What follows belongs to an exercise in optimizing a design on an open flow for small area and a short achievable clock period; a production flow would make more cautious choices.
RTL that was checked went through simulation tests only; none was proved equivalent to the original.

## run D
==> flow/design.v (excerpt) <==
module squeeze_top (
	input  logic                             clk,
	input  logic                             arst_n,
	input  logic                             en,
	input  logic [16-1:0]            ifm,
	input  logic                             ram_feedback,
	output logic [4*16-1:0] ofm,
	output logic                             sample,
	output logic                             finish
);
export LEC_CHECK = 0
export ABC_AREA = 1
export CAP_MARGIN = 20
export CORE_MARGIN = 2
export CORE_UTILIZATION = 40
export PLACE_DENSITY = 0.45
export SETUP_SLACK_MARGIN = 5.0
export SLEW_MARGIN = 20
create_clock -name core_clock -period 7.5 [get_ports {clk}]
standard.sh (not shown) runs the stock make flow with config.mk's settings and CLKGATE_MAP_FILE= SYNTH_SCRIPT=/design/flow/synth_recipe.tcl, a recipe that flattens the netlist after the stock synthesis.
==> flow/flow/run.sh <==
#!/bin/bash
set -euo pipefail
bash standard.sh \
  "BUFFER_PORTS_ARGS=-buffer_cell sky130_fd_sc_hd__buf_2" \
  "MATCH_CELL_FOOTPRINT=0" \
  "CTS_ARGS=-repair_clock_nets -dont_use_dummy_load -buf_list {sky130_fd_sc_hd__clkbuf_16}" \
  finish > make_finish.log 2>&1
Input changes introduced in run E (baseline for comparison: run D):
# run D
export LEC_CHECK = 0
export ABC_AREA = 1
export CAP_MARGIN = 20
export CORE_MARGIN = 2
export CORE_UTILIZATION = 40
export PLACE_DENSITY = 0.45
export SETUP_SLACK_MARGIN = 5.0
export SLEW_MARGIN = 20
create_clock -name core_clock -period 7.5 [get_ports {clk}]
# run E
export LEC_CHECK = 0
export ABC_AREA = 1
export CAP_MARGIN = 20
export CORE_MARGIN = 2
export CORE_UTILIZATION = 40
export PLACE_DENSITY = 0.45
export SETUP_SLACK_MARGIN = 4.9
export SLEW_MARGIN = 20
create_clock -name core_clock -period 7.5 [get_ports {clk}]
==> comparison <==
g_lane[1].mac_i.pos as the timing startpoint of the critical path was reported by run D, and g_lane[0].mac_i.pos by run E.
Delta (run E minus run D): final worst slack rose by 9.0 ps; clock network latency to the later pin of the worst-skew pair flat; routed wire length now smaller.
Run E vs. run D: count of clock buffers in the final design shows no meaningful change, fmax shows an increase of about 0.34%, ratio of final minimum period to clock period shows no meaningful change.
No run of this note included a check of the RTL's function; only the layout flow was run.

* * *

== run 1 ==
The RTL this note starts from:
==> flow/design.v <==
`timescale 1ns/10ps
package squeeze_pkg;
	function automatic int wk(input int lane, input int chan);
		wk = ((lane * 7 + chan * 3 + 2) % 13) - 6;
	endfunction
	function automatic int bk(input int lane);
		bk = (((lane * 5 + 1) % 7) - 3) * 64;
	endfunction
	function automatic int term_off(input int lane, input int chan);
		int k, a, sneg, lneg;
		k    = wk(lane, chan);
		a    = (k < 0) ? -k : k;
		sneg = (wk(0, chan) < 0) ? 1 : 0;
		lneg = (k < 0) ? 1 : 0;
		if (k == 0)
			term_off = 0;
		else if (lneg == sneg)
			term_off = -a * sneg;
		else
			term_off = a * sneg - 1;
	endfunction
	function automatic int preload(input int lane);
		int p;
		p = bk(lane);
		for (int c = 0; c < 8; c++) p = p - term_off(lane, c);
		preload = p;
	endfunction
endpackage
`timescale 1ns/10ps
module coef_rom #(
	parameter int LANE = 0
) (
	input  logic          clk,
	input  logic          arst_n,
	input  logic          en,
	input  logic [2:0]    chan,
	input  logic [18:0]   m1,
	input  logic [18:0]   m3,
	input  logic [18:0]   m5,
	output logic [18:0]   op
);
	logic [6:1] s_p_d, s_p_q, s_n_d, s_n_q;
	always_comb begin
		s_p_d = '0;
		s_n_d = '0;
		for (int c = 0; c < 8; c++) begin
			if (en && chan == c) begin
				for (int a = 1; a <= 6; a++) begin
					if (squeeze_pkg::wk(LANE, c) == a || squeeze_pkg::wk(LANE, c) == -a) begin
						if ((squeeze_pkg::wk(LANE, c) < 0) == (squeeze_pkg::wk(0, c) < 0))
							s_p_d[a] = 1'b1;
						else
							s_n_d[a] = 1'b1;
					end
				end
			end
		end
	end
	always_ff @(posedge clk or negedge arst_n) begin
		if (!arst_n) begin
			s_p_q <= '0;
			s_n_q <= '0;
		end else begin
			s_p_q <= s_p_d;
			s_n_q <= s_n_d;
		end
	end
	logic [18:0] mul [6:1];
	logic [18:0] t;
	assign mul[1] = m1;
	assign mul[2] = m1 << 1;
	assign mul[3] = m3;
	assign mul[4] = m1 << 2;
	assign mul[5] = m5;
	assign mul[6] = m3 << 1;
	always_comb begin
		t = '0;
		for (int a = 1; a <= 6; a++) begin
			t = t | ({19{s_p_q[a]}} & mul[a])
			      | ({19{s_n_q[a]}} & ~mul[a]);
		end
	end
	always_ff @(posedge clk) begin
		op <= t;
	end
endmodule
`timescale 1ns/10ps
module mac_lane #(
	parameter int LANE = 0
) (
	input  logic                   clk,
	input  logic                   first,
	input  logic [21-1:0]   op,
	output logic [21-1:0]   acc
);
	localparam int PRE_I = squeeze_pkg::preload(LANE);
	logic [21-1:0] preload;
	assign preload = PRE_I;
	always_ff @(posedge clk) begin
		acc <= (first ? preload : acc) + op;
	end
endmodule
`timescale 1ns/10ps
module requant (
	input  logic [21-1:0] acc,
	output logic [16-1:0] q
);
	assign q = {1'b0, acc[18:4] & {15{~acc[21-1]}}};
endmodule
`timescale 1ns/10ps
module squeeze_ctrl (
	input  logic       clk,
	input  logic       arst_n,
	input  logic       en,
	input  logic       ram_feedback,
	output logic [2:0] chan,
	output logic       first,
	output logic       sample,
	output logic       finish
);
	localparam int NPIX = 3 * 3;
	logic       first1;
	logic       last1, last2;
	logic [3:0] pix_cnt;
	logic       layer_end;
	logic       fb_seen;
	always_ff @(posedge clk or negedge arst_n) begin
		if (!arst_n) begin
			chan   <= 3'd0;
			first1 <= 1'b0;
			first  <= 1'b0;
			last1  <= 1'b0;
			last2  <= 1'b0;
			sample <= 1'b0;
		end else begin
			if (en) chan <= chan + 3'd1;
			first1 <= en && (chan == 3'd0);
			first  <= first1;
			last1  <= en && (chan == 3'd7);
			last2  <= last1;
			sample <= last2;
		end
	end
	always_ff @(posedge clk or negedge arst_n) begin
		if (!arst_n) begin
			pix_cnt   <= '0;
			layer_end <= 1'b0;
		end else if (last2 && !layer_end) begin
			pix_cnt <= pix_cnt + 1'b1;
			if (pix_cnt == NPIX - 1) layer_end <= 1'b1;
		end
	end
	always_ff @(posedge clk or negedge arst_n) begin
		if (!arst_n) begin
			fb_seen <= 1'b0;
		end else if (ram_feedback) begin
			fb_seen <= 1'b1;
		end
	end
	assign finish = layer_end && !fb_seen;
endmodule
`timescale 1ns/10ps
module squeeze_top (
	input  logic                             clk,
	input  logic                             arst_n,
	input  logic                             en,
	input  logic [16-1:0]            ifm,
	input  logic                             ram_feedback,
	output logic [4*16-1:0] ofm,
	output logic                             sample,
	output logic                             finish
);
	logic [2:0]            chan;
	logic                  first;
	logic [16-1:0] x;
	logic [18:0]           m1, m3, m5;
	squeeze_ctrl ctrl_i (
		.clk          (clk),
		.arst_n       (arst_n),
		.en           (en),
		.ram_feedback (ram_feedback),
		.chan         (chan),
		.first        (first),
		.sample       (sample),
		.finish       (finish)
	);
	always_ff @(posedge clk) begin
		x <= ifm ^ {16{~chan[1]}};
	end
	assign m1 = {{3{x[15]}}, x};
	assign m3 = m1 + (m1 << 1);
	assign m5 = m1 + (m1 << 2);
	genvar l;
	generate
		for (l = 0; l < 4; l++) begin : g_lane
			logic [18:0]          op;
			logic [21-1:0] acc;
			coef_rom #(.LANE(l)) sel_i (
				.clk    (clk),
				.arst_n (arst_n),
				.en     (en),
				.chan   (chan),
				.m1     (m1),
				.m3     (m3),
				.m5     (m5),
				.op     (op)
			);
			mac_lane #(.LANE(l)) mac_i (
				.clk   (clk),
				.first (first),
				.op    ({{(21-19){op[18]}}, op}),
				.acc   (acc)
			);
			requant rq_i (
				.acc (acc),
				.q   (ofm[l*16 +: 16])
			);
		end
	endgenerate
endmodule
export LEC_CHECK = 0
export ABC_AREA = 1
export CAP_MARGIN = 20
export CORE_MARGIN = 2
export CORE_UTILIZATION = 40
export CTS_BUF_LIST = sky130_fd_sc_hd__clkbuf_8 sky130_fd_sc_hd__clkbuf_16
export CTS_CLUSTER_DIAMETER = 80
export CTS_CLUSTER_SIZE = 25
export PLACE_DENSITY = 0.45
export SETUP_SLACK_MARGIN = 4.9
export SLEW_MARGIN = 20
create_clock -name core_clock -period 7.5 [get_ports {clk}]
==> flow/flow/run.sh <==
#!/bin/bash
set -euo pipefail
bash standard.sh \
  "BUFFER_PORTS_ARGS=-buffer_cell sky130_fd_sc_hd__buf_2" \
  "MATCH_CELL_FOOTPRINT=0" \
  "CTS_ARGS=-sink_clustering_enable -repair_clock_nets -dont_use_dummy_load -sink_clustering_size 25 -sink_clustering_max_diameter 80 -buf_list {sky130_fd_sc_hd__clkbuf_8 sky130_fd_sc_hd__clkbuf_16}" \
  finish > make_finish.log 2>&1
Input-level comparison between run 2 and run 1:
- CTS_CLUSTER_SIZE no longer set, was 25
- CTS_BUF_LIST no longer set, was sky130_fd_sc_hd__clkbuf_8 sky130_fd_sc_hd__clkbuf_16
- CORE_UTILIZATION now 45, was 40
- PLACE_DENSITY now 0.55, was 0.45
- CTS_CLUSTER_DIAMETER no longer set, was 80
==> flow/flow/run.sh <==
#!/bin/bash
set -euo pipefail
bash standard.sh \
  "BUFFER_PORTS_ARGS=-buffer_cell sky130_fd_sc_hd__buf_2" \
  "MATCH_CELL_FOOTPRINT=0" \
  "CTS_ARGS=-repair_clock_nets -dont_use_dummy_load -buf_list {sky130_fd_sc_hd__clkbuf_16}" \
  finish > make_finish.log 2>&1
Notes after the runs:
- Looking at post-CTS setup-driven buffer insertion count across run 1 and run 2, the one that comes out lower is run 1.
- [compare] base=run 1 new=run 2: final area saw a decrease; fraction of the cycle the final worst path needs ~0 delta.
- Where normalized max-slew margin is concerned, run 1 is outperformed by run 2.
Setup changes, run 2 to run 3
- a deleted ABC_AREA that had been 1
- a change of CORE_UTILIZATION from 45 to 40
- a change of PLACE_DENSITY from 0.55 to 0.45
[summary]
- Worst stage delay on the critical path in run 3 is 0.15 ns higher than in run 2
- Compared with run 2, run 3 shows a global-route total usage across every layer that is 3.2 points lower.
- Summary: with run 2 as the reference, gate count after technology mapping in run 3 moved down by more than a quarter.
- Run 3 — area of the placeable core 1100 um2 higher, run 2 as reference
- Going from run 2 to run 3, the utilization was found to have gone up by 2.3 points.
- Worst slack at placement: run 3 < run 2

* * *

// squeeze_top: RTL as listed in full above, without the edits since
==> flow/config.mk <==
export PLATFORM = sky130hd
export DESIGN_NAME = squeeze_top
export DESIGN_NICKNAME = squeeze_top
export VERILOG_FILES = /design/flow/design.v
export SDC_FILE = /design/flow/constraint.sdc
export NUM_CORES = 4
export LEC_CHECK = 0
export CAP_MARGIN = 20
export CORE_MARGIN = 2
export CORE_UTILIZATION = 40
export CTS_BUF_LIST = sky130_fd_sc_hd__clkbuf_4 sky130_fd_sc_hd__clkbuf_8
export PLACE_DENSITY = 0.4
export SETUP_SLACK_MARGIN = 4.2
export SLEW_MARGIN = 20
==> flow/constraint.sdc <==
create_clock -name core_clock -period 7.5 [get_ports {clk}]
set_input_delay 1.5000 -clock core_clock [delete_from_list [all_inputs] [get_ports {clk}]]
set_output_delay 1.5000 -clock core_clock [all_outputs]
set_load 0.01 [all_outputs]
==> flow/flow/run.sh <==
#!/bin/bash
# Standard layout, with every input and output port buffered by a plain
# buf_2 instead of the delay buffer the port buffering step picks by default.
set -euo pipefail
bash standard.sh "BUFFER_PORTS_ARGS=-buffer_cell sky130_fd_sc_hd__buf_2" finish > make_finish.log 2>&1
The starting point went through all stages and came out clean.
Rerun with:
==> flow/flow/run.sh (replaced) <==
#!/bin/bash
set -euo pipefail
bash standard.sh \
  "BUFFER_PORTS_ARGS=-buffer_cell sky130_fd_sc_hd__buf_2" \
  "MATCH_CELL_FOOTPRINT=0" \
  "CTS_ARGS=-sink_clustering_enable -repair_clock_nets -dont_use_dummy_load -sink_clustering_size 25 -sink_clustering_max_diameter 80 -buf_list {sky130_fd_sc_hd__clkbuf_8 sky130_fd_sc_hd__clkbuf_16}" \
  finish > make_finish.log 2>&1
- ABC_AREA: not set -> 1
- CTS_BUF_LIST: sky130_fd_sc_hd__clkbuf_4 sky130_fd_sc_hd__clkbuf_8 -> sky130_fd_sc_hd__clkbuf_8 sky130_fd_sc_hd__clkbuf_16
- CTS_CLUSTER_DIAMETER: not set -> 80
- CTS_CLUSTER_SIZE: not set -> 25
- PLACE_DENSITY: 0.4 -> 0.45
- SETUP_SLACK_MARGIN: 4.2 -> 4.7
What happened: The changed run produced a clean layout; clock skew climbs by 0.012 ns; via count went up by about a fifth; critical path depth is lower by 2; wire length increases by a quarter to a third; maximum frequency rose by about a fifth; final cell count rises by a quarter to a third; clock-buffer cell count decreases by 45; global-route usage is higher by 3.7 points; final area is higher by a few percent.
Rerun with:
==> flow/flow/run.sh (replaced) <==
#!/bin/bash
# Standard layout with three changes to how it is made:
#  - every input and output port is buffered by a plain buf_2 instead of the
#    delay buffer the port buffering step picks by default;
#  - the resizer may change a cell's footprint (e.g. upsize a flip-flop);
#  - clock tree synthesis inserts no dummy loads.
set -euo pipefail
bash standard.sh \
  "BUFFER_PORTS_ARGS=-buffer_cell sky130_fd_sc_hd__buf_2" \
  "MATCH_CELL_FOOTPRINT=0" \
  "CTS_ARGS=-sink_clustering_enable -repair_clock_nets -dont_use_dummy_load -buf_list {sky130_fd_sc_hd__clkbuf_4 sky130_fd_sc_hd__clkbuf_8}" \
  finish > make_finish.log 2>&1
- CORE_UTILIZATION: 40 -> 35
- CTS_BUF_LIST: sky130_fd_sc_hd__clkbuf_8 sky130_fd_sc_hd__clkbuf_16 -> sky130_fd_sc_hd__clkbuf_4 sky130_fd_sc_hd__clkbuf_8
- CTS_CLUSTER_DIAMETER: 80 -> not set
- CTS_CLUSTER_SIZE: 25 -> not set
- PLACE_DENSITY: 0.45 -> 0.4
After rerunning: Worst hold slack barely changes; critical path depth is lower by 4; routed wire length goes up by about 10%; die area climbs by 14%; final area is higher by 1.0%.

* * *

// squeeze_top: RTL as listed in full above, without the edits since
clock: 7.5 ns
lec_check: 0
abc_area: 1
cap_margin: 20
core_margin: 2
core_utilization: 40
place_density: 0.45
setup_slack_margin: 4.9
slew_margin: 20
==> flow/flow/run.sh <==
#!/bin/bash
set -euo pipefail
bash standard.sh \
  "BUFFER_PORTS_ARGS=-buffer_cell sky130_fd_sc_hd__buf_2" \
  "MATCH_CELL_FOOTPRINT=0" \
  "CTS_ARGS=-repair_clock_nets -dont_use_dummy_load -buf_list {sky130_fd_sc_hd__clkbuf_16}" \
  finish > make_finish.log 2>&1
The first run ran to the end with no violations.
Next try:
--- a/flow/flow/run.sh
+++ b/flow/flow/run.sh
@@ -6 +6 @@
-  "CTS_ARGS=-repair_clock_nets -dont_use_dummy_load -buf_list {sky130_fd_sc_hd__clkbuf_16}" \
+  "CTS_ARGS=-repair_clock_nets -dont_use_dummy_load -root_buf sky130_fd_sc_hd__clkbuf_16 -buf_list {sky130_fd_sc_hd__clkbuf_8}" \
Cell area went down slightly.
Clock skew went up by 0.016 ns.
Setup slack stays flat.
Global-route usage stays flat.
Final cell count barely changes.

* * *

== onyx ==
squeeze_top, a different RTL version from the one above (not shown whole).
Size: roughly 86 I/O pins, about 14000 sq um of cells after synthesis.
export LEC_CHECK = 0
export ABC_AREA = 1
export CAP_MARGIN = 20
export CORE_MARGIN = 2
export CORE_UTILIZATION = 40
export CTS_BUF_LIST = sky130_fd_sc_hd__clkbuf_4 sky130_fd_sc_hd__clkbuf_8
export PLACE_DENSITY = 0.45
export SETUP_SLACK_MARGIN = 4.5
export SLEW_MARGIN = 20
create_clock -name core_clock -period 7.5 [get_ports {clk}]
==> flow/flow/run.sh <==
#!/bin/bash
# Standard layout with three changes to how it is made:
#  - every input and output port is buffered by a plain buf_2 instead of the
#    delay buffer the port buffering step picks by default;
#  - the resizer may change a cell's footprint (e.g. upsize a flip-flop);
#  - clock tree synthesis inserts no dummy loads.
set -euo pipefail
bash standard.sh \
  "BUFFER_PORTS_ARGS=-buffer_cell sky130_fd_sc_hd__buf_2" \
  "MATCH_CELL_FOOTPRINT=0" \
  "CTS_ARGS=-sink_clustering_enable -repair_clock_nets -dont_use_dummy_load -buf_list {sky130_fd_sc_hd__clkbuf_4 sky130_fd_sc_hd__clkbuf_8}" \
  finish > make_finish.log 2>&1
onyx finished all stages; the layout is clean.
What xenon does differently from onyx at the input level:
Settings: swapping 0.45 for 0.4 in PLACE_DENSITY; swapping 4.5 for 4.3 in SETUP_SLACK_MARGIN; clearing ABC_AREA, which used to be 1.
==> flow/flow/run.sh <==
#!/bin/bash
# Standard layout, with every input and output port buffered by a plain
# buf_2 instead of the delay buffer the port buffering step picks by default.
set -euo pipefail
bash standard.sh "BUFFER_PORTS_ARGS=-buffer_cell sky130_fd_sc_hd__buf_2" finish > make_finish.log 2>&1
--- outcome ---
- xenon vs onyx — clock tree buffer count of the final layout rose 2.
- | worst-case hold slack | xenon vs onyx | worse |
- [xenon vs onyx] pre-CTS setup slack: lower in xenon
- Source-to-sink clock delay at the later pin of the worst-skew pair delta (onyx -> xenon): insignificant
- onyx leaves more setup margin than xenon.
For amber, these inputs were changed with respect to xenon:
Settings: setting ABC_AREA to 1 for the first time; changing SETUP_SLACK_MARGIN from 4.3 to 4.2; changing PLACE_DENSITY from 0.4 to 0.45.
==> flow/flow/run.sh <==
#!/bin/bash
# Standard layout with three changes to how it is made:
#  - every input and output port is buffered by a plain buf_2 instead of the
#    delay buffer the port buffering step picks by default;
#  - the resizer may change a cell's footprint (e.g. upsize a flip-flop);
#  - clock tree synthesis inserts no dummy loads.
set -euo pipefail
bash standard.sh \
  "BUFFER_PORTS_ARGS=-buffer_cell sky130_fd_sc_hd__buf_2" \
  "MATCH_CELL_FOOTPRINT=0" \
  "CTS_ARGS=-sink_clustering_enable -repair_clock_nets -dont_use_dummy_load -buf_list {sky130_fd_sc_hd__clkbuf_4 sky130_fd_sc_hd__clkbuf_8}" \
  finish > make_finish.log 2>&1
Results
Category of the critical setup timing path: input port to register -> xenon, register to register -> amber
Going from xenon to amber, aggregate routed wire length moved up, non-clock buffer total of the final layout moved down, number of tapcells moved up.
Setup changes, amber to maple
Settings: changing SETUP_SLACK_MARGIN from 4.2 to 4.8.
### Flow results
- Storage element area: maple and amber compared, higher one is maple
- maple and amber ended up with nearly the same insertion delay of the later-clocked pin in the worst-skew pair.
- Looking at total wirelength of the detailed-routed design, maple sits about 2.6% above amber.
- Going from amber to maple, cell count grew by a few percent.
- As far as worst-case clock buffer depth goes, amber and maple are indistinguishable; the numbers are identical.
- Against amber, maple comes in 530 ps higher on register-to-register slack.
- Where headroom to the max-slew limit is concerned, amber is outperformed by maple.

separate check: timing with driven ports:
In the flow no input, the clock included, has a driving cell. The finished layouts below were timed again as built, in two steps.
Step 1 (the two cells are an assumption about what drives the block):
set clk [get_ports {clk}]
set_driving_cell -lib_cell sky130_fd_sc_hd__clkbuf_16 $clk
set_driving_cell -lib_cell sky130_fd_sc_hd__buf_2 [delete_from_list [all_inputs] $clk]
Step 2 also shifts input and output timing later by t, the mid clock arrival at the registers, as if the neighbouring blocks saw the same clock.
Slacks: ideal / step 1 / step 2; pairs: ideal / step 1.
run | shift t [ns] | slack for setup (ns) | worst setup path at the end | slew at the worst register clock pin (ns)
run D | 0.502 | 4.818 / 4.765 / 4.945 | register to register | 0.08 / 0.08
run E | 0.497 | 4.827 / 4.773 / 4.953 | register to register | 0.08 / 0.08
run 1 | 0.535 | 4.827 / 4.774 / 4.958 | register to register | 0.09 / 0.09
run 2 | 0.482 | 4.834 / 4.782 / 4.905 | register to register | 0.08 / 0.08
run 3 | 0.494 | 4.619 / 4.619 / 4.619 | register to register | 0.08 / 0.08
the first run of note 3 | 0.585 | 4.295 / 4.295 / 4.295 | register to register | 0.07 / 0.07
the second run of note 3 | 0.533 | 4.795 / 4.753 / 4.795 | register to register | 0.09 / 0.09
the third run of note 3 | 0.615 | 4.722 / 4.671 / 4.731 | register to register | 0.06 / 0.06
the first run of note 4 | 0.491 | 4.873 / 4.818 / 5.004 | register to register | 0.08 / 0.08
the second run of note 4 | 0.457 | 4.874 / 4.818 / 4.982 | register to register | 0.11 / 0.11
onyx | 0.535 | 4.632 / 4.644 / 4.129 | input to register | 0.10 / 0.10
xenon | 0.526 | 4.270 / 4.279 / 3.753 | input to register | 0.11 / 0.11
amber | 0.538 | 4.354 / 4.351 / 3.975 | input to register | 0.10 / 0.10
maple | 0.536 | 4.714 / 4.726 / 4.191 | input to register | 0.09 / 0.09
After both steps every run listed still meets setup and hold. For maple, which loses most, drivers alone change the setup slack by +0.012 ns; drivers and shift together by -0.523 ns.
